From an optimization exercise on the open Yosys and OpenROAD flow, aimed at small area, a short achievable clock period and few clock cycles; shortcuts taken in it are not production practice.
The RTL of this run was laid out without a check of its function.
Power and IR drop assume default switching activity.

[flow/flow/run.sh]
#!/bin/bash
set -euo pipefail
bash standard.sh SETUP_SLACK_MARGIN=7.65 CTS_CLUSTER_SIZE=25 CTS_CLUSTER_DIAMETER=70 finish > standard.log 2>&1
[flow/standard.sh]
#!/bin/bash
# synth_recipe.tcl (not shown) runs the flow's synth.tcl, then flattens the netlist and writes it again
# the make line also repeats each setting of config.mk as NAME=value (left out here)
make -C /OpenROAD-flow-scripts/flow DESIGN_CONFIG=/design/flow/config.mk WORK_HOME=/design/flow/orfs CLKGATE_MAP_FILE= SYNTH_SCRIPT=/design/flow/synth_recipe.tcl "${@:-finish}"
[flow/config.mk]
export PLATFORM = sky130hd
export DESIGN_NAME = matmul_sequencer
export DESIGN_NICKNAME = matmul_sequencer
export VERILOG_FILES = /design/flow/design.v
export SDC_FILE = /design/flow/constraint.sdc
export NUM_CORES = 4
export LEC_CHECK = 0
export CAP_MARGIN = 20
export CORE_MARGIN = 2
export CORE_UTILIZATION = 40
export PLACE_DENSITY = 0.6
export SLEW_MARGIN = 20
[flow/constraint.sdc]
create_clock -name core_clock -period 11.0 [get_ports {clk}]
set_input_delay 2.2000 -clock core_clock [delete_from_list [all_inputs] [get_ports {clk}]]
set_output_delay 2.2000 -clock core_clock [all_outputs]
set_load 0.01 [all_outputs]
[flow/design.v]
module matmul_sequencer (
  input  logic       clk,
  input  logic       rst,
  input  logic       rx_valid,
  input  logic [7:0] rx_data,
  output logic [7:0] tx_data,
  output logic       tx_valid,
  input  logic       tx_ready,
  output logic       busy,
  output logic       done,
  output logic       err
);
  localparam logic [1:0] S_HDR = 2'd0, S_A = 2'd1, S_B = 2'd2, S_RUN = 2'd3;
  logic [1:0]  st_q, bcnt_q, hcnt_q, lph_q;
  logic [1:0]  mm1_q, nm1_q, pm1_q, ci_q, ck_q;
  logic [23:0] word_q;
  logic        nz_q, busy_q, done_q, err_q;
  logic [31:0] hw_q;
  logic [1:0]  tk_q, tr_q, tj_q;
  logic        tfirst_q, tfinal_q, apend_q;
  logic [2:0]  pc_q;
  logic [31:0] ar [0:3][0:3];
  logic [31:0] cr [0:3][0:3];
  logic [31:0] ains [0:3];
  logic [31:0] cins [0:3];
  logic        s2v_q, s2fin_q, s2last_q;
  logic [1:0]  s2j_q;
  logic        wfin_q;
  logic [1:0]  wfj_q;
  logic [2:0]  fcol_q;
  logic [31:0] w_q;
  logic        wv_q, wlast_q, sv_q, slast_q;
  logic [7:0]  s_q;
  logic [1:0]  wb_q, oi_q, oj_q;
  logic        oall_q;
  logic [7:0]  tx_data_q;
  logic        tx_valid_q, tx_last_q;
  logic        rxv, wend, hdr_ok, bload, going_busy, awe;
  logic [31:0] word_d;
  assign rxv    = rx_valid & ~busy_q;
  assign wend   = rxv & (bcnt_q == 2'd3);
  assign word_d = {word_q, rx_data};
  assign hdr_ok = ~nz_q & (rx_data[7:3] == 5'd0) & (rx_data[2:0] != 3'd0) &
                  ~(rx_data[2] & (rx_data[1:0] != 2'd0));
  assign bload  = wend & (st_q == S_B);
  assign going_busy = bload & (ci_q == nm1_q) & (ck_q == pm1_q);
  function automatic logic [1:0] sig(input logic [1:0] ph);
    unique case (ph)
      2'd0:    sig = 2'd0;
      2'd1:    sig = 2'd2;
      2'd2:    sig = 2'd3;
      default: sig = 2'd1;
    endcase
  endfunction
  assign awe    = apend_q & (sig(lph_q + 2'd1) == tr_q);
  always_ff @(posedge clk) begin
    if (rxv) word_q <= word_d[23:0];
    if (wend) hw_q <= word_d;
  end
  always_comb begin
    for (int k = 0; k < 4; k++) begin
      ains[k] = (awe && tk_q == 2'(k)) ? hw_q : ar[k][3];
    end
  end
  logic [31:0] sum2, t_s, t_c;
  assign sum2 = t_s + t_c;
  always_comb begin
    for (int j = 0; j < 4; j++) begin
      cins[j] = (s2v_q && s2j_q == 2'(j)) ? sum2 : cr[j][3];
    end
  end
  always_ff @(posedge clk) begin
    for (int k = 0; k < 4; k++) begin
      ar[k][0] <= ains[k];
      ar[k][1] <= ar[k][0];
      ar[k][2] <= ar[k][1];
      ar[k][3] <= ar[k][2];
      cr[k][0] <= cins[k];
      cr[k][1] <= cr[k][0];
      cr[k][2] <= cr[k][1];
      cr[k][3] <= cr[k][2];
    end
  end
  logic [1:0]  ksel;
  logic [31:0] anext;
  logic [34:0] ax;
  logic [10:0] bx1_q, bx2_q, bx3_q, bx4_q, bneg_q;
  assign ksel  = (bcnt_q == 2'd3 && st_q == S_B) ? ci_q : tk_q;
  assign anext = ains[ksel];
  assign ax    = {2'b00, anext, 1'b0};
  always_ff @(posedge clk) begin
    for (int i = 0; i < 11; i++) begin
      logic [3:0] w;
      logic [2:0] p;
      w = ax[3*i +: 4];
      p = w[2:0] ^ {3{w[3]}};
      bx1_q[i]  <= (p == 3'd1) | (p == 3'd2);
      bx2_q[i]  <= (p == 3'd3) | (p == 3'd4);
      bx3_q[i]  <= (p == 3'd5) | (p == 3'd6);
      bx4_q[i]  <= (p == 3'd7);
      bneg_q[i] <= w[3];
    end
  end
  logic [31:0] pp [0:11];
  logic [31:0] cadd, h3_q;
  assign cadd = tfirst_q ? 32'd0 : cr[tj_q][2];
  always_ff @(posedge clk) begin
    if (wend) h3_q <= word_d + {word_d[30:0], 1'b0};
  end
  always_comb begin
    pp[11] = '0;
    for (int i = 0; i < 11; i++) begin
      logic [31:0] sel;
      sel = ({32{bx1_q[i]}} & hw_q) | ({32{bx2_q[i]}} & {hw_q[30:0], 1'b0}) |
            ({32{bx3_q[i]}} & h3_q) | ({32{bx4_q[i]}} & {hw_q[29:0], 2'b00});
      pp[i] = (sel ^ {32{bneg_q[i]}}) << (3*i);
      pp[11][3*i] = bneg_q[i];
    end
  end
  localparam int NB = 75;
  logic [NB-1:0] cut_d, cut_q;
  logic s1;
  logic c1;
  logic s2;
  logic c2;
  logic s3;
  logic c3;
  logic s4;
  logic c4;
  logic s5;
  logic c5;
  logic s6;
  logic c6;
  logic s7;
  logic c7;
  logic s8;
  logic c8;
  logic s9;
  logic c9;
  logic s10;
  logic c10;
  logic s11;
  logic c11;
  logic s12;
  logic c12;
  logic s13;
  logic c13;
  logic s14;
  logic c14;
  logic s15;
  logic c15;
  logic s16;
  logic c16;
  logic s17;
  logic c17;
  logic s18;
  logic c18;
  logic s19;
  logic c19;
  logic s20;
  logic c20;
  logic s21;
  logic c21;
  logic s22;
  logic c22;
  logic s23;
  logic s24;
  logic s25;
  logic s26;
  logic s27;
  logic c27;
  logic s28;
  logic c28;
  logic s29;
  logic c29;
  logic s30;
  logic c30;
  logic s31;
  logic c31;
  logic s32;
  logic c32;
  logic s33;
  logic c33;
  logic s34;
  logic c34;
  logic s35;
  logic c35;
  logic s36;
  logic c36;
  logic s37;
  logic c37;
  logic s38;
  logic c38;
  logic s39;
  logic c39;
  logic s40;
  logic c40;
  logic s41;
  logic c41;
  logic s42;
  logic c42;
  logic s43;
  logic c43;
  logic s44;
  logic c44;
  logic s45;
  logic c45;
  logic s46;
  logic c46;
  logic s47;
  logic c47;
  logic s48;
  logic c48;
  logic s49;
  logic c49;
  logic s50;
  logic c50;
  logic s51;
  logic c51;
  logic s52;
  logic c52;
  logic s53;
  logic c53;
  logic s54;
  logic c54;
  logic s55;
  logic c55;
  logic s56;
  logic c56;
  logic s57;
  logic c57;
  logic s58;
  logic c58;
  logic s59;
  logic c59;
  logic s60;
  logic c60;
  logic s61;
  logic c61;
  logic s62;
  logic c62;
  logic s63;
  logic c63;
  logic s64;
  logic c64;
  logic s65;
  logic c65;
  logic s66;
  logic c66;
  logic s67;
  logic c67;
  logic s68;
  logic c68;
  logic s69;
  logic c69;
  logic s70;
  logic c70;
  logic s71;
  logic c71;
  logic s72;
  logic c72;
  logic s73;
  logic c73;
  logic s74;
  logic c74;
  logic s75;
  logic s76;
  logic s77;
  logic s78;
  logic c78;
  logic s79;
  logic c79;
  logic s80;
  logic c80;
  logic s81;
  logic c81;
  logic s82;
  logic c82;
  logic s83;
  logic c83;
  logic s84;
  logic c84;
  logic s85;
  logic c85;
  logic s86;
  logic c86;
  logic s87;
  logic c87;
  logic s88;
  logic c88;
  logic s89;
  logic c89;
  logic s90;
  logic c90;
  logic s91;
  logic c91;
  logic s92;
  logic c92;
  logic s93;
  logic c93;
  logic s94;
  logic c94;
  logic s95;
  logic c95;
  logic s96;
  logic c96;
  logic s97;
  logic c97;
  logic s98;
  logic c98;
  logic s99;
  logic c99;
  logic s100;
  logic c100;
  logic s101;
  logic c101;
  logic s102;
  logic c102;
  logic s103;
  logic c103;
  logic s104;
  logic c104;
  logic s105;
  logic c105;
  logic s106;
  logic c106;
  logic s107;
  logic c107;
  logic s108;
  logic c108;
  logic s109;
  logic c109;
  logic s110;
  logic c110;
  logic s111;
  logic c111;
  logic s112;
  logic c112;
  logic s113;
  logic c113;
  logic s114;
  logic c114;
  logic s115;
  logic c115;
  logic s116;
  logic c116;
  logic s117;
  logic c117;
  logic s118;
  logic c118;
  logic s119;
  logic c119;
  logic s120;
  logic c120;
  logic s121;
  logic c121;
  logic s122;
  logic c122;
  logic s123;
  logic c123;
  logic s124;
  logic c124;
  logic s125;
  logic s126;
  logic s127;
  logic c127;
  logic s128;
  logic c128;
  logic s129;
  logic c129;
  logic s130;
  logic c130;
  logic s131;
  logic c131;
  logic s132;
  logic c132;
  logic s133;
  logic c133;
  logic s134;
  logic c134;
  logic s135;
  logic c135;
  logic s136;
  logic c136;
  logic s137;
  logic c137;
  logic s138;
  logic c138;
  logic s139;
  logic c139;
  logic s140;
  logic c140;
  logic s141;
  logic c141;
  logic s142;
  logic c142;
  logic s143;
  logic c143;
  logic s144;
  logic c144;
  logic s145;
  logic c145;
  logic s146;
  logic c146;
  logic s147;
  logic c147;
  logic s148;
  logic c148;
  logic s149;
  logic c149;
  logic s150;
  logic c150;
  logic s151;
  logic c151;
  logic s152;
  logic c152;
  logic s153;
  logic c153;
  logic s154;
  logic c154;
  logic s155;
  logic s156;
  logic c156;
  logic s157;
  logic c157;
  logic s158;
  logic c158;
  logic s159;
  logic c159;
  logic s160;
  logic c160;
  logic s161;
  logic c161;
  logic s162;
  logic c162;
  logic s163;
  logic c163;
  logic s164;
  logic c164;
  logic s165;
  logic c165;
  logic s166;
  logic c166;
  logic s167;
  logic c167;
  logic s168;
  logic c168;
  logic s169;
  logic c169;
  logic s170;
  logic c170;
  logic s171;
  logic c171;
  logic s172;
  logic c172;
  logic s173;
  logic c173;
  logic s174;
  logic c174;
  logic s175;
  logic c175;
  logic s176;
  logic c176;
  logic s177;
  logic c177;
  logic s178;
  logic c178;
  logic s179;
  logic c179;
  logic s180;
  logic c180;
  logic s181;
  logic c181;
  logic s182;
  logic c182;
  logic s183;
  logic c183;
  logic s184;
  logic c184;
  logic s185;
  logic c185;
  logic s186;
  logic c186;
  logic s187;
  assign s1 = bneg_q[7] ^ pp[0][21];
  assign c1 = bneg_q[7] & pp[0][21];
  assign s2 = pp[0][22] ^ pp[1][22];
  assign c2 = pp[0][22] & pp[1][22];
  assign s3 = pp[0][23] ^ pp[1][23];
  assign c3 = pp[0][23] & pp[1][23];
  assign s4 = bneg_q[8] ^ pp[0][24] ^ pp[1][24];
  assign c4 = (bneg_q[8] & pp[0][24]) | (bneg_q[8] & pp[1][24]) | (pp[0][24] & pp[1][24]);
  assign s5 = pp[2][24] ^ pp[3][24];
  assign c5 = pp[2][24] & pp[3][24];
  assign s6 = pp[0][25] ^ pp[1][25] ^ pp[2][25];
  assign c6 = (pp[0][25] & pp[1][25]) | (pp[0][25] & pp[2][25]) | (pp[1][25] & pp[2][25]);
  assign s7 = pp[3][25] ^ pp[4][25];
  assign c7 = pp[3][25] & pp[4][25];
  assign s8 = pp[0][26] ^ pp[1][26] ^ pp[2][26];
  assign c8 = (pp[0][26] & pp[1][26]) | (pp[0][26] & pp[2][26]) | (pp[1][26] & pp[2][26]);
  assign s9 = pp[3][26] ^ pp[4][26];
  assign c9 = pp[3][26] & pp[4][26];
  assign s10 = bneg_q[9] ^ pp[0][27] ^ pp[1][27];
  assign c10 = (bneg_q[9] & pp[0][27]) | (bneg_q[9] & pp[1][27]) | (pp[0][27] & pp[1][27]);
  assign s11 = pp[2][27] ^ pp[3][27] ^ pp[4][27];
  assign c11 = (pp[2][27] & pp[3][27]) | (pp[2][27] & pp[4][27]) | (pp[3][27] & pp[4][27]);
  assign s12 = pp[5][27] ^ pp[6][27];
  assign c12 = pp[5][27] & pp[6][27];
  assign s13 = pp[0][28] ^ pp[1][28] ^ pp[2][28];
  assign c13 = (pp[0][28] & pp[1][28]) | (pp[0][28] & pp[2][28]) | (pp[1][28] & pp[2][28]);
  assign s14 = pp[3][28] ^ pp[4][28] ^ pp[5][28];
  assign c14 = (pp[3][28] & pp[4][28]) | (pp[3][28] & pp[5][28]) | (pp[4][28] & pp[5][28]);
  assign s15 = pp[6][28] ^ pp[7][28];
  assign c15 = pp[6][28] & pp[7][28];
  assign s16 = pp[0][29] ^ pp[1][29] ^ pp[2][29];
  assign c16 = (pp[0][29] & pp[1][29]) | (pp[0][29] & pp[2][29]) | (pp[1][29] & pp[2][29]);
  assign s17 = pp[3][29] ^ pp[4][29] ^ pp[5][29];
  assign c17 = (pp[3][29] & pp[4][29]) | (pp[3][29] & pp[5][29]) | (pp[4][29] & pp[5][29]);
  assign s18 = pp[6][29] ^ pp[7][29];
  assign c18 = pp[6][29] & pp[7][29];
  assign s19 = bneg_q[10] ^ pp[0][30] ^ pp[1][30];
  assign c19 = (bneg_q[10] & pp[0][30]) | (bneg_q[10] & pp[1][30]) | (pp[0][30] & pp[1][30]);
  assign s20 = pp[2][30] ^ pp[3][30] ^ pp[4][30];
  assign c20 = (pp[2][30] & pp[3][30]) | (pp[2][30] & pp[4][30]) | (pp[3][30] & pp[4][30]);
  assign s21 = pp[5][30] ^ pp[6][30] ^ pp[7][30];
  assign c21 = (pp[5][30] & pp[6][30]) | (pp[5][30] & pp[7][30]) | (pp[6][30] & pp[7][30]);
  assign s22 = pp[8][30] ^ pp[9][30];
  assign c22 = pp[8][30] & pp[9][30];
  assign s23 = pp[0][31] ^ pp[1][31] ^ pp[2][31];
  assign s24 = pp[3][31] ^ pp[4][31] ^ pp[5][31];
  assign s25 = pp[6][31] ^ pp[7][31] ^ pp[8][31];
  assign s26 = pp[9][31] ^ pp[10][31];
  assign s27 = bneg_q[4] ^ pp[0][12];
  assign c27 = bneg_q[4] & pp[0][12];
  assign s28 = pp[0][13] ^ pp[1][13];
  assign c28 = pp[0][13] & pp[1][13];
  assign s29 = pp[0][14] ^ pp[1][14];
  assign c29 = pp[0][14] & pp[1][14];
  assign s30 = bneg_q[5] ^ pp[0][15] ^ pp[1][15];
  assign c30 = (bneg_q[5] & pp[0][15]) | (bneg_q[5] & pp[1][15]) | (pp[0][15] & pp[1][15]);
  assign s31 = pp[2][15] ^ pp[3][15];
  assign c31 = pp[2][15] & pp[3][15];
  assign s32 = pp[0][16] ^ pp[1][16] ^ pp[2][16];
  assign c32 = (pp[0][16] & pp[1][16]) | (pp[0][16] & pp[2][16]) | (pp[1][16] & pp[2][16]);
  assign s33 = pp[3][16] ^ pp[4][16];
  assign c33 = pp[3][16] & pp[4][16];
  assign s34 = pp[0][17] ^ pp[1][17] ^ pp[2][17];
  assign c34 = (pp[0][17] & pp[1][17]) | (pp[0][17] & pp[2][17]) | (pp[1][17] & pp[2][17]);
  assign s35 = pp[3][17] ^ pp[4][17];
  assign c35 = pp[3][17] & pp[4][17];
  assign s36 = bneg_q[6] ^ pp[0][18] ^ pp[1][18];
  assign c36 = (bneg_q[6] & pp[0][18]) | (bneg_q[6] & pp[1][18]) | (pp[0][18] & pp[1][18]);
  assign s37 = pp[2][18] ^ pp[3][18] ^ pp[4][18];
  assign c37 = (pp[2][18] & pp[3][18]) | (pp[2][18] & pp[4][18]) | (pp[3][18] & pp[4][18]);
  assign s38 = pp[5][18] ^ pp[6][18];
  assign c38 = pp[5][18] & pp[6][18];
  assign s39 = pp[0][19] ^ pp[1][19] ^ pp[2][19];
  assign c39 = (pp[0][19] & pp[1][19]) | (pp[0][19] & pp[2][19]) | (pp[1][19] & pp[2][19]);
  assign s40 = pp[3][19] ^ pp[4][19] ^ pp[5][19];
  assign c40 = (pp[3][19] & pp[4][19]) | (pp[3][19] & pp[5][19]) | (pp[4][19] & pp[5][19]);
  assign s41 = pp[6][19] ^ cadd[19];
  assign c41 = pp[6][19] & cadd[19];
  assign s42 = pp[0][20] ^ pp[1][20] ^ pp[2][20];
  assign c42 = (pp[0][20] & pp[1][20]) | (pp[0][20] & pp[2][20]) | (pp[1][20] & pp[2][20]);
  assign s43 = pp[3][20] ^ pp[4][20] ^ pp[5][20];
  assign c43 = (pp[3][20] & pp[4][20]) | (pp[3][20] & pp[5][20]) | (pp[4][20] & pp[5][20]);
  assign s44 = pp[6][20] ^ cadd[20];
  assign c44 = pp[6][20] & cadd[20];
  assign s45 = pp[1][21] ^ pp[2][21] ^ pp[3][21];
  assign c45 = (pp[1][21] & pp[2][21]) | (pp[1][21] & pp[3][21]) | (pp[2][21] & pp[3][21]);
  assign s46 = pp[4][21] ^ pp[5][21] ^ pp[6][21];
  assign c46 = (pp[4][21] & pp[5][21]) | (pp[4][21] & pp[6][21]) | (pp[5][21] & pp[6][21]);
  assign s47 = pp[7][21] ^ cadd[21] ^ s1;
  assign c47 = (pp[7][21] & cadd[21]) | (pp[7][21] & s1) | (cadd[21] & s1);
  assign s48 = pp[2][22] ^ pp[3][22] ^ pp[4][22];
  assign c48 = (pp[2][22] & pp[3][22]) | (pp[2][22] & pp[4][22]) | (pp[3][22] & pp[4][22]);
  assign s49 = pp[5][22] ^ pp[6][22] ^ pp[7][22];
  assign c49 = (pp[5][22] & pp[6][22]) | (pp[5][22] & pp[7][22]) | (pp[6][22] & pp[7][22]);
  assign s50 = cadd[22] ^ c1 ^ s2;
  assign c50 = (cadd[22] & c1) | (cadd[22] & s2) | (c1 & s2);
  assign s51 = pp[2][23] ^ pp[3][23] ^ pp[4][23];
  assign c51 = (pp[2][23] & pp[3][23]) | (pp[2][23] & pp[4][23]) | (pp[3][23] & pp[4][23]);
  assign s52 = pp[5][23] ^ pp[6][23] ^ pp[7][23];
  assign c52 = (pp[5][23] & pp[6][23]) | (pp[5][23] & pp[7][23]) | (pp[6][23] & pp[7][23]);
  assign s53 = cadd[23] ^ c2 ^ s3;
  assign c53 = (cadd[23] & c2) | (cadd[23] & s3) | (c2 & s3);
  assign s54 = pp[4][24] ^ pp[5][24] ^ pp[6][24];
  assign c54 = (pp[4][24] & pp[5][24]) | (pp[4][24] & pp[6][24]) | (pp[5][24] & pp[6][24]);
  assign s55 = pp[7][24] ^ pp[8][24] ^ cadd[24];
  assign c55 = (pp[7][24] & pp[8][24]) | (pp[7][24] & cadd[24]) | (pp[8][24] & cadd[24]);
  assign s56 = c3 ^ s5 ^ s4;
  assign c56 = (c3 & s5) | (c3 & s4) | (s5 & s4);
  assign s57 = pp[5][25] ^ pp[6][25] ^ pp[7][25];
  assign c57 = (pp[5][25] & pp[6][25]) | (pp[5][25] & pp[7][25]) | (pp[6][25] & pp[7][25]);
  assign s58 = pp[8][25] ^ cadd[25] ^ c5;
  assign c58 = (pp[8][25] & cadd[25]) | (pp[8][25] & c5) | (cadd[25] & c5);
  assign s59 = s7 ^ c4 ^ s6;
  assign c59 = (s7 & c4) | (s7 & s6) | (c4 & s6);
  assign s60 = pp[5][26] ^ pp[6][26] ^ pp[7][26];
  assign c60 = (pp[5][26] & pp[6][26]) | (pp[5][26] & pp[7][26]) | (pp[6][26] & pp[7][26]);
  assign s61 = pp[8][26] ^ cadd[26] ^ c7;
  assign c61 = (pp[8][26] & cadd[26]) | (pp[8][26] & c7) | (cadd[26] & c7);
  assign s62 = s9 ^ c6 ^ s8;
  assign c62 = (s9 & c6) | (s9 & s8) | (c6 & s8);
  assign s63 = pp[7][27] ^ pp[8][27] ^ pp[9][27];
  assign c63 = (pp[7][27] & pp[8][27]) | (pp[7][27] & pp[9][27]) | (pp[8][27] & pp[9][27]);
  assign s64 = cadd[27] ^ c9 ^ s12;
  assign c64 = (cadd[27] & c9) | (cadd[27] & s12) | (c9 & s12);
  assign s65 = c8 ^ s10 ^ s11;
  assign c65 = (c8 & s10) | (c8 & s11) | (s10 & s11);
  assign s66 = pp[8][28] ^ pp[9][28] ^ cadd[28];
  assign c66 = (pp[8][28] & pp[9][28]) | (pp[8][28] & cadd[28]) | (pp[9][28] & cadd[28]);
  assign s67 = c12 ^ s15 ^ c10;
  assign c67 = (c12 & s15) | (c12 & c10) | (s15 & c10);
  assign s68 = c11 ^ s13 ^ s14;
  assign c68 = (c11 & s13) | (c11 & s14) | (s13 & s14);
  assign s69 = pp[8][29] ^ pp[9][29] ^ cadd[29];
  assign c69 = (pp[8][29] & pp[9][29]) | (pp[8][29] & cadd[29]) | (pp[9][29] & cadd[29]);
  assign s70 = c15 ^ s18 ^ c13;
  assign c70 = (c15 & s18) | (c15 & c13) | (s18 & c13);
  assign s71 = c14 ^ s16 ^ s17;
  assign c71 = (c14 & s16) | (c14 & s17) | (s16 & s17);
  assign s72 = pp[10][30] ^ cadd[30] ^ c18;
  assign c72 = (pp[10][30] & cadd[30]) | (pp[10][30] & c18) | (cadd[30] & c18);
  assign s73 = s22 ^ c16 ^ c17;
  assign c73 = (s22 & c16) | (s22 & c17) | (c16 & c17);
  assign s74 = s19 ^ s20 ^ s21;
  assign c74 = (s19 & s20) | (s19 & s21) | (s20 & s21);
  assign s75 = cadd[31] ^ c22 ^ s26;
  assign s76 = s23 ^ s24 ^ s25;
  assign s77 = c19 ^ c20 ^ c21;
  assign s78 = bneg_q[2] ^ pp[0][6];
  assign c78 = bneg_q[2] & pp[0][6];
  assign s79 = pp[0][7] ^ pp[1][7];
  assign c79 = pp[0][7] & pp[1][7];
  assign s80 = pp[0][8] ^ pp[1][8];
  assign c80 = pp[0][8] & pp[1][8];
  assign s81 = bneg_q[3] ^ pp[0][9] ^ pp[1][9];
  assign c81 = (bneg_q[3] & pp[0][9]) | (bneg_q[3] & pp[1][9]) | (pp[0][9] & pp[1][9]);
  assign s82 = pp[2][9] ^ pp[3][9];
  assign c82 = pp[2][9] & pp[3][9];
  assign s83 = pp[0][10] ^ pp[1][10] ^ pp[2][10];
  assign c83 = (pp[0][10] & pp[1][10]) | (pp[0][10] & pp[2][10]) | (pp[1][10] & pp[2][10]);
  assign s84 = pp[3][10] ^ cadd[10];
  assign c84 = pp[3][10] & cadd[10];
  assign s85 = pp[0][11] ^ pp[1][11] ^ pp[2][11];
  assign c85 = (pp[0][11] & pp[1][11]) | (pp[0][11] & pp[2][11]) | (pp[1][11] & pp[2][11]);
  assign s86 = pp[3][11] ^ cadd[11];
  assign c86 = pp[3][11] & cadd[11];
  assign s87 = pp[1][12] ^ pp[2][12] ^ pp[3][12];
  assign c87 = (pp[1][12] & pp[2][12]) | (pp[1][12] & pp[3][12]) | (pp[2][12] & pp[3][12]);
  assign s88 = pp[4][12] ^ cadd[12] ^ s27;
  assign c88 = (pp[4][12] & cadd[12]) | (pp[4][12] & s27) | (cadd[12] & s27);
  assign s89 = pp[2][13] ^ pp[3][13] ^ pp[4][13];
  assign c89 = (pp[2][13] & pp[3][13]) | (pp[2][13] & pp[4][13]) | (pp[3][13] & pp[4][13]);
  assign s90 = cadd[13] ^ c27 ^ s28;
  assign c90 = (cadd[13] & c27) | (cadd[13] & s28) | (c27 & s28);
  assign s91 = pp[2][14] ^ pp[3][14] ^ pp[4][14];
  assign c91 = (pp[2][14] & pp[3][14]) | (pp[2][14] & pp[4][14]) | (pp[3][14] & pp[4][14]);
  assign s92 = cadd[14] ^ c28 ^ s29;
  assign c92 = (cadd[14] & c28) | (cadd[14] & s29) | (c28 & s29);
  assign s93 = pp[4][15] ^ pp[5][15] ^ cadd[15];
  assign c93 = (pp[4][15] & pp[5][15]) | (pp[4][15] & cadd[15]) | (pp[5][15] & cadd[15]);
  assign s94 = c29 ^ s31 ^ s30;
  assign c94 = (c29 & s31) | (c29 & s30) | (s31 & s30);
  assign s95 = pp[5][16] ^ cadd[16] ^ c31;
  assign c95 = (pp[5][16] & cadd[16]) | (pp[5][16] & c31) | (cadd[16] & c31);
  assign s96 = s33 ^ c30 ^ s32;
  assign c96 = (s33 & c30) | (s33 & s32) | (c30 & s32);
  assign s97 = pp[5][17] ^ cadd[17] ^ c33;
  assign c97 = (pp[5][17] & cadd[17]) | (pp[5][17] & c33) | (cadd[17] & c33);
  assign s98 = s35 ^ c32 ^ s34;
  assign c98 = (s35 & c32) | (s35 & s34) | (c32 & s34);
  assign s99 = cadd[18] ^ c35 ^ s38;
  assign c99 = (cadd[18] & c35) | (cadd[18] & s38) | (c35 & s38);
  assign s100 = c34 ^ s36 ^ s37;
  assign c100 = (c34 & s36) | (c34 & s37) | (s36 & s37);
  assign s101 = c38 ^ c36 ^ c37;
  assign c101 = (c38 & c36) | (c38 & c37) | (c36 & c37);
  assign s102 = s39 ^ s40 ^ s41;
  assign c102 = (s39 & s40) | (s39 & s41) | (s40 & s41);
  assign s103 = c39 ^ c40 ^ s42;
  assign c103 = (c39 & c40) | (c39 & s42) | (c40 & s42);
  assign s104 = s43 ^ c41 ^ s44;
  assign c104 = (s43 & c41) | (s43 & s44) | (c41 & s44);
  assign s105 = c42 ^ c43 ^ s45;
  assign c105 = (c42 & c43) | (c42 & s45) | (c43 & s45);
  assign s106 = s46 ^ c44 ^ s47;
  assign c106 = (s46 & c44) | (s46 & s47) | (c44 & s47);
  assign s107 = c45 ^ c46 ^ s48;
  assign c107 = (c45 & c46) | (c45 & s48) | (c46 & s48);
  assign s108 = s49 ^ c47 ^ s50;
  assign c108 = (s49 & c47) | (s49 & s50) | (c47 & s50);
  assign s109 = c48 ^ c49 ^ s51;
  assign c109 = (c48 & c49) | (c48 & s51) | (c49 & s51);
  assign s110 = s52 ^ c50 ^ s53;
  assign c110 = (s52 & c50) | (s52 & s53) | (c50 & s53);
  assign s111 = c51 ^ c52 ^ s54;
  assign c111 = (c51 & c52) | (c51 & s54) | (c52 & s54);
  assign s112 = c53 ^ s55 ^ s56;
  assign c112 = (c53 & s55) | (c53 & s56) | (s55 & s56);
  assign s113 = c54 ^ s57 ^ c55;
  assign c113 = (c54 & s57) | (c54 & c55) | (s57 & c55);
  assign s114 = s58 ^ c56 ^ s59;
  assign c114 = (s58 & c56) | (s58 & s59) | (c56 & s59);
  assign s115 = c57 ^ s60 ^ c58;
  assign c115 = (c57 & s60) | (c57 & c58) | (s60 & c58);
  assign s116 = s61 ^ c59 ^ s62;
  assign c116 = (s61 & c59) | (s61 & s62) | (c59 & s62);
  assign s117 = c60 ^ s63 ^ c61;
  assign c117 = (c60 & s63) | (c60 & c61) | (s63 & c61);
  assign s118 = s64 ^ c62 ^ s65;
  assign c118 = (s64 & c62) | (s64 & s65) | (c62 & s65);
  assign s119 = c63 ^ c64 ^ s66;
  assign c119 = (c63 & c64) | (c63 & s66) | (c64 & s66);
  assign s120 = c65 ^ s67 ^ s68;
  assign c120 = (c65 & s67) | (c65 & s68) | (s67 & s68);
  assign s121 = c66 ^ s69 ^ c67;
  assign c121 = (c66 & s69) | (c66 & c67) | (s69 & c67);
  assign s122 = c68 ^ s70 ^ s71;
  assign c122 = (c68 & s70) | (c68 & s71) | (s70 & s71);
  assign s123 = c69 ^ s72 ^ c70;
  assign c123 = (c69 & s72) | (c69 & c70) | (s72 & c70);
  assign s124 = c71 ^ s73 ^ s74;
  assign c124 = (c71 & s73) | (c71 & s74) | (s73 & s74);
  assign s125 = s75 ^ s76 ^ c72;
  assign s126 = s77 ^ c73 ^ c74;
  assign s127 = bneg_q[1] ^ pp[0][3];
  assign c127 = bneg_q[1] & pp[0][3];
  assign s128 = pp[0][4] ^ pp[1][4];
  assign c128 = pp[0][4] & pp[1][4];
  assign s129 = pp[0][5] ^ pp[1][5];
  assign c129 = pp[0][5] & pp[1][5];
  assign s130 = pp[1][6] ^ pp[2][6] ^ cadd[6];
  assign c130 = (pp[1][6] & pp[2][6]) | (pp[1][6] & cadd[6]) | (pp[2][6] & cadd[6]);
  assign s131 = pp[2][7] ^ cadd[7] ^ c78;
  assign c131 = (pp[2][7] & cadd[7]) | (pp[2][7] & c78) | (cadd[7] & c78);
  assign s132 = pp[2][8] ^ cadd[8] ^ c79;
  assign c132 = (pp[2][8] & cadd[8]) | (pp[2][8] & c79) | (cadd[8] & c79);
  assign s133 = cadd[9] ^ c80 ^ s82;
  assign c133 = (cadd[9] & c80) | (cadd[9] & s82) | (c80 & s82);
  assign s134 = c82 ^ c81 ^ s83;
  assign c134 = (c82 & c81) | (c82 & s83) | (c81 & s83);
  assign s135 = c83 ^ s85 ^ c84;
  assign c135 = (c83 & s85) | (c83 & c84) | (s85 & c84);
  assign s136 = c85 ^ s87 ^ c86;
  assign c136 = (c85 & s87) | (c85 & c86) | (s87 & c86);
  assign s137 = c87 ^ s89 ^ c88;
  assign c137 = (c87 & s89) | (c87 & c88) | (s89 & c88);
  assign s138 = c89 ^ s91 ^ c90;
  assign c138 = (c89 & s91) | (c89 & c90) | (s91 & c90);
  assign s139 = c91 ^ c92 ^ s93;
  assign c139 = (c91 & c92) | (c91 & s93) | (c92 & s93);
  assign s140 = c93 ^ s95 ^ c94;
  assign c140 = (c93 & s95) | (c93 & c94) | (s95 & c94);
  assign s141 = c95 ^ s97 ^ c96;
  assign c141 = (c95 & s97) | (c95 & c96) | (s97 & c96);
  assign s142 = c97 ^ s99 ^ c98;
  assign c142 = (c97 & s99) | (c97 & c98) | (s99 & c98);
  assign s143 = c99 ^ c100 ^ s101;
  assign c143 = (c99 & c100) | (c99 & s101) | (c100 & s101);
  assign s144 = c101 ^ c102 ^ s103;
  assign c144 = (c101 & c102) | (c101 & s103) | (c102 & s103);
  assign s145 = c103 ^ c104 ^ s105;
  assign c145 = (c103 & c104) | (c103 & s105) | (c104 & s105);
  assign s146 = c105 ^ s107 ^ c106;
  assign c146 = (c105 & s107) | (c105 & c106) | (s107 & c106);
  assign s147 = c107 ^ s109 ^ c108;
  assign c147 = (c107 & s109) | (c107 & c108) | (s109 & c108);
  assign s148 = c109 ^ s111 ^ c110;
  assign c148 = (c109 & s111) | (c109 & c110) | (s111 & c110);
  assign s149 = c111 ^ s113 ^ c112;
  assign c149 = (c111 & s113) | (c111 & c112) | (s113 & c112);
  assign s150 = c113 ^ s115 ^ c114;
  assign c150 = (c113 & s115) | (c113 & c114) | (s115 & c114);
  assign s151 = c115 ^ s117 ^ c116;
  assign c151 = (c115 & s117) | (c115 & c116) | (s117 & c116);
  assign s152 = c117 ^ s119 ^ c118;
  assign c152 = (c117 & s119) | (c117 & c118) | (s119 & c118);
  assign s153 = c119 ^ s121 ^ c120;
  assign c153 = (c119 & s121) | (c119 & c120) | (s121 & c120);
  assign s154 = c121 ^ s123 ^ c122;
  assign c154 = (c121 & s123) | (c121 & c122) | (s123 & c122);
  assign s155 = s125 ^ c123 ^ s126;
  assign s156 = bneg_q[0] ^ pp[0][0];
  assign c156 = bneg_q[0] & pp[0][0];
  assign s157 = pp[0][1] ^ cadd[1];
  assign c157 = pp[0][1] & cadd[1];
  assign s158 = pp[0][2] ^ cadd[2];
  assign c158 = pp[0][2] & cadd[2];
  assign s159 = pp[1][3] ^ cadd[3] ^ s127;
  assign c159 = (pp[1][3] & cadd[3]) | (pp[1][3] & s127) | (cadd[3] & s127);
  assign s160 = cadd[4] ^ c127 ^ s128;
  assign c160 = (cadd[4] & c127) | (cadd[4] & s128) | (c127 & s128);
  assign s161 = cadd[5] ^ c128 ^ s129;
  assign c161 = (cadd[5] & c128) | (cadd[5] & s129) | (c128 & s129);
  assign s162 = s78 ^ c129 ^ s130;
  assign c162 = (s78 & c129) | (s78 & s130) | (c129 & s130);
  assign s163 = s79 ^ c130 ^ s131;
  assign c163 = (s79 & c130) | (s79 & s131) | (c130 & s131);
  assign s164 = s80 ^ c131 ^ s132;
  assign c164 = (s80 & c131) | (s80 & s132) | (c131 & s132);
  assign s165 = s81 ^ c132 ^ s133;
  assign c165 = (s81 & c132) | (s81 & s133) | (c132 & s133);
  assign s166 = s84 ^ c133 ^ s134;
  assign c166 = (s84 & c133) | (s84 & s134) | (c133 & s134);
  assign s167 = s86 ^ c134 ^ s135;
  assign c167 = (s86 & c134) | (s86 & s135) | (c134 & s135);
  assign s168 = s88 ^ c135 ^ s136;
  assign c168 = (s88 & c135) | (s88 & s136) | (c135 & s136);
  assign s169 = s90 ^ c136 ^ s137;
  assign c169 = (s90 & c136) | (s90 & s137) | (c136 & s137);
  assign s170 = s92 ^ c137 ^ s138;
  assign c170 = (s92 & c137) | (s92 & s138) | (c137 & s138);
  assign s171 = s94 ^ c138 ^ s139;
  assign c171 = (s94 & c138) | (s94 & s139) | (c138 & s139);
  assign s172 = s96 ^ c139 ^ s140;
  assign c172 = (s96 & c139) | (s96 & s140) | (c139 & s140);
  assign s173 = s98 ^ c140 ^ s141;
  assign c173 = (s98 & c140) | (s98 & s141) | (c140 & s141);
  assign s174 = s100 ^ c141 ^ s142;
  assign c174 = (s100 & c141) | (s100 & s142) | (c141 & s142);
  assign s175 = s102 ^ c142 ^ s143;
  assign c175 = (s102 & c142) | (s102 & s143) | (c142 & s143);
  assign s176 = s104 ^ c143 ^ s144;
  assign c176 = (s104 & c143) | (s104 & s144) | (c143 & s144);
  assign s177 = s106 ^ c144 ^ s145;
  assign c177 = (s106 & c144) | (s106 & s145) | (c144 & s145);
  assign cut_d[0] = s108;
  assign cut_d[1] = c145;
  assign cut_d[2] = s146;
  assign s178 = cut_q[0] ^ cut_q[1] ^ cut_q[2];
  assign c178 = (cut_q[0] & cut_q[1]) | (cut_q[0] & cut_q[2]) | (cut_q[1] & cut_q[2]);
  assign cut_d[3] = s110;
  assign cut_d[4] = c146;
  assign cut_d[5] = s147;
  assign s179 = cut_q[3] ^ cut_q[4] ^ cut_q[5];
  assign c179 = (cut_q[3] & cut_q[4]) | (cut_q[3] & cut_q[5]) | (cut_q[4] & cut_q[5]);
  assign cut_d[6] = s112;
  assign cut_d[7] = c147;
  assign cut_d[8] = s148;
  assign s180 = cut_q[6] ^ cut_q[7] ^ cut_q[8];
  assign c180 = (cut_q[6] & cut_q[7]) | (cut_q[6] & cut_q[8]) | (cut_q[7] & cut_q[8]);
  assign cut_d[9] = s114;
  assign cut_d[10] = c148;
  assign cut_d[11] = s149;
  assign s181 = cut_q[9] ^ cut_q[10] ^ cut_q[11];
  assign c181 = (cut_q[9] & cut_q[10]) | (cut_q[9] & cut_q[11]) | (cut_q[10] & cut_q[11]);
  assign cut_d[12] = s116;
  assign cut_d[13] = c149;
  assign cut_d[14] = s150;
  assign s182 = cut_q[12] ^ cut_q[13] ^ cut_q[14];
  assign c182 = (cut_q[12] & cut_q[13]) | (cut_q[12] & cut_q[14]) | (cut_q[13] & cut_q[14]);
  assign cut_d[15] = s118;
  assign cut_d[16] = c150;
  assign cut_d[17] = s151;
  assign s183 = cut_q[15] ^ cut_q[16] ^ cut_q[17];
  assign c183 = (cut_q[15] & cut_q[16]) | (cut_q[15] & cut_q[17]) | (cut_q[16] & cut_q[17]);
  assign cut_d[18] = s120;
  assign cut_d[19] = c151;
  assign cut_d[20] = s152;
  assign s184 = cut_q[18] ^ cut_q[19] ^ cut_q[20];
  assign c184 = (cut_q[18] & cut_q[19]) | (cut_q[18] & cut_q[20]) | (cut_q[19] & cut_q[20]);
  assign cut_d[21] = s122;
  assign cut_d[22] = c152;
  assign cut_d[23] = s153;
  assign s185 = cut_q[21] ^ cut_q[22] ^ cut_q[23];
  assign c185 = (cut_q[21] & cut_q[22]) | (cut_q[21] & cut_q[23]) | (cut_q[22] & cut_q[23]);
  assign cut_d[24] = s124;
  assign cut_d[25] = c153;
  assign cut_d[26] = s154;
  assign s186 = cut_q[24] ^ cut_q[25] ^ cut_q[26];
  assign c186 = (cut_q[24] & cut_q[25]) | (cut_q[24] & cut_q[26]) | (cut_q[25] & cut_q[26]);
  assign cut_d[27] = c124;
  assign cut_d[28] = s155;
  assign cut_d[29] = c154;
  assign s187 = cut_q[27] ^ cut_q[28] ^ cut_q[29];
  assign cut_d[30] = cadd[0];
  assign cut_d[31] = s156;
  assign cut_d[32] = c156;
  assign cut_d[33] = s157;
  assign cut_d[34] = c157;
  assign cut_d[35] = s158;
  assign cut_d[36] = c158;
  assign cut_d[37] = s159;
  assign cut_d[38] = c159;
  assign cut_d[39] = s160;
  assign cut_d[40] = c160;
  assign cut_d[41] = s161;
  assign cut_d[42] = c161;
  assign cut_d[43] = s162;
  assign cut_d[44] = c162;
  assign cut_d[45] = s163;
  assign cut_d[46] = c163;
  assign cut_d[47] = s164;
  assign cut_d[48] = c164;
  assign cut_d[49] = s165;
  assign cut_d[50] = c165;
  assign cut_d[51] = s166;
  assign cut_d[52] = c166;
  assign cut_d[53] = s167;
  assign cut_d[54] = c167;
  assign cut_d[55] = s168;
  assign cut_d[56] = c168;
  assign cut_d[57] = s169;
  assign cut_d[58] = c169;
  assign cut_d[59] = s170;
  assign cut_d[60] = c170;
  assign cut_d[61] = s171;
  assign cut_d[62] = c171;
  assign cut_d[63] = s172;
  assign cut_d[64] = c172;
  assign cut_d[65] = s173;
  assign cut_d[66] = c173;
  assign cut_d[67] = s174;
  assign cut_d[68] = c174;
  assign cut_d[69] = s175;
  assign cut_d[70] = c175;
  assign cut_d[71] = s176;
  assign cut_d[72] = c176;
  assign cut_d[73] = s177;
  assign cut_d[74] = c177;
  assign t_s[0] = cut_q[30];
  assign t_c[0] = cut_q[31];
  assign t_s[1] = cut_q[32];
  assign t_c[1] = cut_q[33];
  assign t_s[2] = cut_q[34];
  assign t_c[2] = cut_q[35];
  assign t_s[3] = cut_q[36];
  assign t_c[3] = cut_q[37];
  assign t_s[4] = cut_q[38];
  assign t_c[4] = cut_q[39];
  assign t_s[5] = cut_q[40];
  assign t_c[5] = cut_q[41];
  assign t_s[6] = cut_q[42];
  assign t_c[6] = cut_q[43];
  assign t_s[7] = cut_q[44];
  assign t_c[7] = cut_q[45];
  assign t_s[8] = cut_q[46];
  assign t_c[8] = cut_q[47];
  assign t_s[9] = cut_q[48];
  assign t_c[9] = cut_q[49];
  assign t_s[10] = cut_q[50];
  assign t_c[10] = cut_q[51];
  assign t_s[11] = cut_q[52];
  assign t_c[11] = cut_q[53];
  assign t_s[12] = cut_q[54];
  assign t_c[12] = cut_q[55];
  assign t_s[13] = cut_q[56];
  assign t_c[13] = cut_q[57];
  assign t_s[14] = cut_q[58];
  assign t_c[14] = cut_q[59];
  assign t_s[15] = cut_q[60];
  assign t_c[15] = cut_q[61];
  assign t_s[16] = cut_q[62];
  assign t_c[16] = cut_q[63];
  assign t_s[17] = cut_q[64];
  assign t_c[17] = cut_q[65];
  assign t_s[18] = cut_q[66];
  assign t_c[18] = cut_q[67];
  assign t_s[19] = cut_q[68];
  assign t_c[19] = cut_q[69];
  assign t_s[20] = cut_q[70];
  assign t_c[20] = cut_q[71];
  assign t_s[21] = cut_q[72];
  assign t_c[21] = cut_q[73];
  assign t_s[22] = cut_q[74];
  assign t_c[22] = s178;
  assign t_s[23] = c178;
  assign t_c[23] = s179;
  assign t_s[24] = c179;
  assign t_c[24] = s180;
  assign t_s[25] = c180;
  assign t_c[25] = s181;
  assign t_s[26] = c181;
  assign t_c[26] = s182;
  assign t_s[27] = c182;
  assign t_c[27] = s183;
  assign t_s[28] = c183;
  assign t_c[28] = s184;
  assign t_s[29] = c184;
  assign t_c[29] = s185;
  assign t_s[30] = c185;
  assign t_c[30] = s186;
  assign t_s[31] = c186;
  assign t_c[31] = s187;
  always_ff @(posedge clk) cut_q <= cut_d;
  logic        take, txfree, busy_eff, tx_go, from_s, w_to_tx, w_split;
  logic        wfree, avail, load, direct;
  logic [31:0] src;
  logic [7:0]  wbyte;
  assign take     = tx_valid_q & tx_ready;
  assign txfree   = ~tx_valid_q | tx_ready;
  assign busy_eff = busy_q | going_busy;
  assign tx_go    = txfree & busy_eff;
  assign from_s   = tx_go & sv_q;
  assign w_to_tx  = tx_go & ~sv_q & wv_q;
  assign w_split  = w_to_tx & (wb_q == 2'd2);
  assign wfree    = ~wv_q | (txfree & busy_q & ~sv_q & wb_q[1]);
  assign src      = cr[oj_q][0];
  assign avail    = st_q[1] & ~oall_q & (sig(lph_q - 2'd2) == oi_q) &
                    (({1'b0, oj_q} < fcol_q) | (wfin_q & (wfj_q == oj_q)));
  assign load     = avail & wfree;
  assign direct   = load & tx_go & ~wv_q & ~sv_q;
  always_comb begin
    unique case (wb_q)
      2'd0:    wbyte = w_q[31:24];
      2'd1:    wbyte = w_q[23:16];
      2'd2:    wbyte = w_q[15:8];
      default: wbyte = w_q[7:0];
    endcase
  end
  always_ff @(posedge clk) begin
    if (load) w_q <= src;
    if (w_split) s_q <= w_q[7:0];
    if (tx_go) tx_data_q <= sv_q ? s_q : (wv_q ? wbyte : src[31:24]);
  end
  always_ff @(posedge clk or posedge rst) begin
    if (rst) begin
      st_q      <= S_HDR;
      bcnt_q    <= '0;
      hcnt_q    <= '0;
      lph_q     <= '0;
      mm1_q     <= '0;
      nm1_q     <= '0;
      pm1_q     <= '0;
      ci_q      <= '0;
      ck_q      <= '0;
      nz_q      <= 1'b0;
      busy_q    <= 1'b0;
      done_q    <= 1'b0;
      err_q     <= 1'b0;
      tk_q      <= '0;
      tr_q      <= '0;
      tj_q      <= '0;
      tfirst_q  <= 1'b0;
      tfinal_q  <= 1'b0;
      apend_q   <= 1'b0;
      pc_q      <= '0;
      s2v_q     <= 1'b0;
      s2fin_q   <= 1'b0;
      s2last_q  <= 1'b0;
      s2j_q     <= '0;
      wfin_q    <= 1'b0;
      wfj_q     <= '0;
      fcol_q    <= '0;
      wv_q      <= 1'b0;
      wlast_q   <= 1'b0;
      sv_q      <= 1'b0;
      slast_q   <= 1'b0;
      wb_q      <= '0;
      oi_q      <= '0;
      oj_q      <= '0;
      oall_q    <= 1'b0;
      tx_valid_q <= 1'b0;
      tx_last_q <= 1'b0;
    end else begin
      done_q <= 1'b0;
      err_q  <= 1'b0;
      lph_q  <= lph_q + 2'd1;
      if (rxv) begin
        bcnt_q <= bcnt_q + 2'd1;
        nz_q   <= (bcnt_q == 2'd3) ? 1'b0 : (nz_q | (rx_data != 8'd0));
      end
      unique case (st_q)
        S_HDR: begin
          if (rxv) lph_q <= 2'd0;
          if (wend) begin
            if (!hdr_ok) begin
              err_q  <= 1'b1;
              hcnt_q <= '0;
            end else begin
              unique case (hcnt_q)
                2'd0:    mm1_q <= rx_data[1:0] - 2'd1;
                2'd1:    nm1_q <= rx_data[1:0] - 2'd1;
                default: pm1_q <= rx_data[1:0] - 2'd1;
              endcase
              hcnt_q <= hcnt_q + 2'd1;
              if (hcnt_q == 2'd2) begin
                hcnt_q <= '0;
                st_q   <= S_A;
                ci_q   <= '0;
                ck_q   <= '0;
              end
            end
          end
        end
        S_A: if (wend) begin
          tk_q    <= ck_q;
          tr_q    <= ci_q;
          apend_q <= 1'b1;
          if (ck_q == nm1_q) begin
            ck_q <= '0;
            if (ci_q == mm1_q) begin
              ci_q <= '0;
              st_q <= S_B;
            end else begin
              ci_q <= ci_q + 2'd1;
            end
          end else begin
            ck_q <= ck_q + 2'd1;
          end
        end
        S_B: if (wend) begin
          tk_q     <= ci_q;
          tj_q     <= ck_q;
          tfirst_q <= (ci_q == 2'd0);
          tfinal_q <= (ci_q == nm1_q);
          if (ck_q == pm1_q) begin
            ck_q <= '0;
            if (ci_q == nm1_q) begin
              ci_q   <= '0;
              st_q   <= S_RUN;
              busy_q <= 1'b1;
            end else begin
              ci_q <= ci_q + 2'd1;
            end
          end else begin
            ck_q <= ck_q + 2'd1;
          end
        end
        default: ;
      endcase
      if (awe && !(st_q == S_A && wend)) apend_q <= 1'b0;
      if (bload) pc_q <= 3'd4;
      else if (pc_q != 3'd0) pc_q <= pc_q - 3'd1;
      s2v_q    <= (pc_q != 3'd0);
      s2j_q    <= tj_q;
      s2fin_q  <= tfinal_q;
      s2last_q <= (pc_q == 3'd1);
      wfin_q   <= s2v_q & s2fin_q;
      wfj_q    <= s2j_q;
      if (st_q == S_HDR) fcol_q <= '0;
      else if (s2v_q && s2fin_q && s2last_q) fcol_q <= fcol_q + 3'd1;
      if (load) begin
        wv_q    <= 1'b1;
        wb_q    <= direct ? 2'd1 : 2'd0;
        wlast_q <= (oi_q == mm1_q) && (oj_q == pm1_q);
        if (oj_q == pm1_q) begin
          oj_q <= '0;
          if (oi_q == mm1_q) oall_q <= 1'b1;
          else oi_q <= oi_q + 2'd1;
        end else begin
          oj_q <= oj_q + 2'd1;
        end
      end else if (w_to_tx) begin
        wb_q <= wb_q + 2'd1;
        if (wb_q[1]) wv_q <= 1'b0;
      end
      if (w_split) begin
        sv_q    <= 1'b1;
        slast_q <= wlast_q;
      end else if (from_s) begin
        sv_q    <= 1'b0;
      end
      if (tx_go) begin
        tx_valid_q <= sv_q | wv_q | direct;
        tx_last_q  <= sv_q ? slast_q : (wv_q & wlast_q & (wb_q == 2'd3));
      end
      if (take && tx_last_q) begin
        done_q <= 1'b1;
        busy_q <= 1'b0;
        st_q   <= S_HDR;
        oi_q   <= '0;
        oj_q   <= '0;
        oall_q <= 1'b0;
      end
    end
  end
  assign tx_data  = tx_data_q;
  assign tx_valid = tx_valid_q;
  assign busy     = busy_q;
  assign done     = done_q;
  assign err      = err_q;
endmodule
==> results.json <==
{
  "syn-num-nets": 4307,
  "slew_headroom": 0.238,
  "area_growth_pct": 16.1,
  "fmax_mhz": 248,
  "setup_viol": 0,
  "synth-edff-count": 135,
  "synth-seq-cells": 1345,
  "ant_nets": 0,
  "dp.final_hpwl_um": 79400,
  "start_kind": "input port",
  "root_buffer": "clkbuf_16",
  "rsz0062_at_grt": "yes",
  "drc_errors": 0,
  "cts_made_buffers": 69,
  "portBuffers": 23,
  "via_count": 31100,
  "post_dp_cell_area_um2": 51500,
  "synth-seq-area-share": 0.578,
  "synth.area.top_cells": "dfxtp_1 (47%), edfxtp_1 (8.2%), fa_1 (5.9%), xnor2_1 (3.8%), ha_1 (3.1%)",
  "grt_pass1_wl_um": 194000,
  "r2r_cells": 10,
  "netlist.area_leader.share": 0.467,
  "crit_fanout": 4,
  "tritoncts": "built",
  "async_reset_ff_frac": 0.0431,
  "start_util": 0.404,
  "coreArea_um2": 122000,
  "cts_buffer_depth": 3,
  "final_common_cell": "dfxtp_1",
  "power_w": 0.0168,
  "synthesis.area_um2": 49400,
  "yosysUniqueCellTypes": 81,
  "timing.rr.end": "cut_q[73]",
  "grt_usage": 0.201,
  "drv_cap": 0,
  "via_per_inst": 5.37,
  "r2r_slack_ns": 7.42,
  "antennaDiodeCount": 0,
  "ys_dominant_reg_cell": "dfxtp_1",
  "die_w_um": 355,
  "dp.cells": 5474,
  "top_level_ports": 24,
  "clock_latency_ns": 0.66,
  "cp_slowest_stage_delay_ns": 0.33,
  "layout.nets": 4401,
  "path_cells": "buf_12 > inv_12 > ha_4 > a21o_1 > a31o_4 > a211oi_4 > nor2_2 > o211a_1 > a311oi_4 > o31ai_4 > o41ai_2 > xnor2_1",
  "netlist.top_cell.by_area": "dfxtp_1",
  "design_area_um2": 57300,
  "post_drt_wl_per_cell_um": 22.8,
  "ir_drop_v": 0.000208,
  "hold_end": "ar[6][25]",
  "grt_max_degree": 67,
  "postRouteWirelength_um": 132000,
  "status": "finished clean",
  "synth_cells": 4027,
  "path_class": "in2reg",
  "finClkSkew_ns": 0.0238,
  "hp-start": "ar[5][25]",
  "cts_sinks": 1345,
  "clkTransAtPathRegs_ns": 0.10,
  "die_area_um2": 126000,
  "hold_path.class": "reg2reg",
  "firstDrtPassIters": 6,
  "avgSynthCellArea_um2": 12.3,
  "powerDensity_nw_per_um2": 293,
  "htreeDepth": 3,
  "end_kind": "flop",
  "die_h_um": 355,
  "drive_above_1_share": 0.201,
  "layout_worst_path_cycle_share": 0.367,
  "worstPathBufferInverterCount": 2,
  "mostFrequentLayoutCells": "dfxtp_1 (1133), inv_1 (232), xnor2_1 (206)",
  "setup_tns_ns": 0,
  "antenna_found_initial": 0,
  "cp_slowest_cell": "o41ai_2",
  "r2r-start": "hw_q[15]",
  "finalHoldViolCount": 0,
  "period_needed_ns": 4.03,
  "final_cells": 5780,
  "cp_data_arrival_time_ns": 4.43,
  "maxSlewViolCount": 0,
  "required_ns": 11.40,
  "crit_family": "compound AO/OA/AOI/OAI gates",
  "p_leak_nw": 23.3,
  "globalplace.congestion": 0.884,
  "tightest_slew_ns": 1.13,
  "placementRows": 128,
  "holdPathStages": 0,
  "ys.warnings.count": 6,
  "cp-startpoint": "rx_data[3]",
  "drt_iter0_drc": 2918,
  "final_core_util": 0.469,
  "grt_pass1_vias": 30300,
  "ctsHoldBuffers": 0,
  "gr-total-overflow": 0
}
## how the worst max path moves through the flow
stage                    end  slack [ns]  cells past startpoint
finish              h3_q[28]        6.97                     12
global route        h3_q[28]        6.91                     11
CTS                 h3_q[28]        6.96                     12
detailed placement  h3_q[28]        5.46                     12
global placement    h3_q[28]        5.55                     12
floorplan           h3_q[28]        6.53                     11
## through the flow
step                      hold WS (ns)  setup WS (ns)
final                            0.320           6.97
after global routing             0.325           6.91
after CTS                        0.317           6.96
after detailed placement         0.312           5.46
after global placement           0.310           5.55
after floorplan                  0.310           6.53
## cell type report
class / instances / area (um^2)
inverter: 264 / 1030
tap: 1625 / 2030
multi-input combinational: 2159 / 20500
clock buffer: 86 / 1890
clock inverter: 19 / 250
sequential: 1345 / 28600
fill: 10800 / 64900
timing repair buffer: 282 / 3030
## report_power, final
group | internal (W) | switching, W | leakage [nW]
combinational | 0.00331 | 0.00451 | 10.9
sequential | 0.00566 | 0.000439 | 11.4
clock | 0.00128 | 0.00159 | 1.04
total | 0.0103 | 0.00654 | 23.3
## layer usage
layer | share of wire | track usage
met1 | 0.44 | 0.278
met2 | 0.45 | 0.319
met3 | 0.068 | 0.0312
met4 | 0.041 | 0.0732
met5 | 0 | 0
## kinds of logic (layout without fill, tap and decap cells)
group	after synthesis	count (layout)	share of synthesized area
AND/OR/NAND/NOR	528	531	0.0521
AO/OA/AOI/OAI	786	786	0.118
buffers and inverters	526	651	0.0408
flip-flops	1345	1345	0.578
multiplexers	270	270	0.0664
XOR/XNOR	304	304	0.0539
adder cells (fa/ha/maj)	268	268	0.0901
## cell usage after synthesis (5+ instances only)
master,n
ha_1,122
o31ai_1,10
nor2b_1,39
nand4_1,11
xor2_1,88
a31oi_1,9
nand2b_1,47
nand2_1,206
or3_1,8
nand3_1,21
inv_1,261
nor3_1,28
a22o_1,166
nand3b_1,9
nor3b_1,7
a222oi_1,51
a21o_1,20
fa_1,146
mux2_2,118
a2bb2oi_1,5
buf_2,17
a211oi_1,5
dfrtp_1,58
and2_1,9
mux2i_1,113
buf_1,31
o211ai_1,13
o22a_1,12
o21ai_0,186
and3_1,11
a221oi_1,170
o21bai_1,8
o21a_1,15
o21ai_1,7
o22ai_1,11
xnor2_1,216
a21oi_1,65
dfxtp_1,1152
nor4_1,8
clkbuf_1,209
nor2_1,102
edfxtp_1,135
mux4_2,32
## state kept, by name (all words and copies together) (netlist names), 3 cells and up
register and count:
ar 512, cr 512, pc_q 3, bneg_q 10, cut_q 75, s_q 8, fcol_q 3, bx4_q 10
tx_data_q 8, bx1_q 11, w_q 32, word_q 24, bx2_q 11, h3_q 31, bx3_q 11, hw_q 32
## what timing repair did
action | in CTS | in global routing
cloned | 12 | 5
buffers inserted | 115 | 69
pin swaps | 78 | 114
gates resized for setup | 303 | 204
endpoints found under the setup margin | 304 | 152

[afterwards: timing with drivers on the ports]
Ports are ideal in the flow. The routed layout listed here was re-timed in OpenROAD. Step 1: set_driving_cell puts a clkbuf_16 on clk and a buf_2 on each other input, an assumption about the parent block. Step 2 also shifts input and output timing later by t, the mid clock arrival at the registers, as if the neighbouring blocks saw the same clock. Slacks: no drivers / after step 1 / after step 2; pairs: no drivers / after step 1.
t (ns): 0.720
slack for setup (ns): 6.968 / 6.971 / 6.252
slew at the worst register clock pin (ns): 0.10 / 0.10
After both steps setup and hold are still met in this run. For this run, drivers alone change the setup slack by +0.003 ns; drivers and shift together by -0.716 ns.
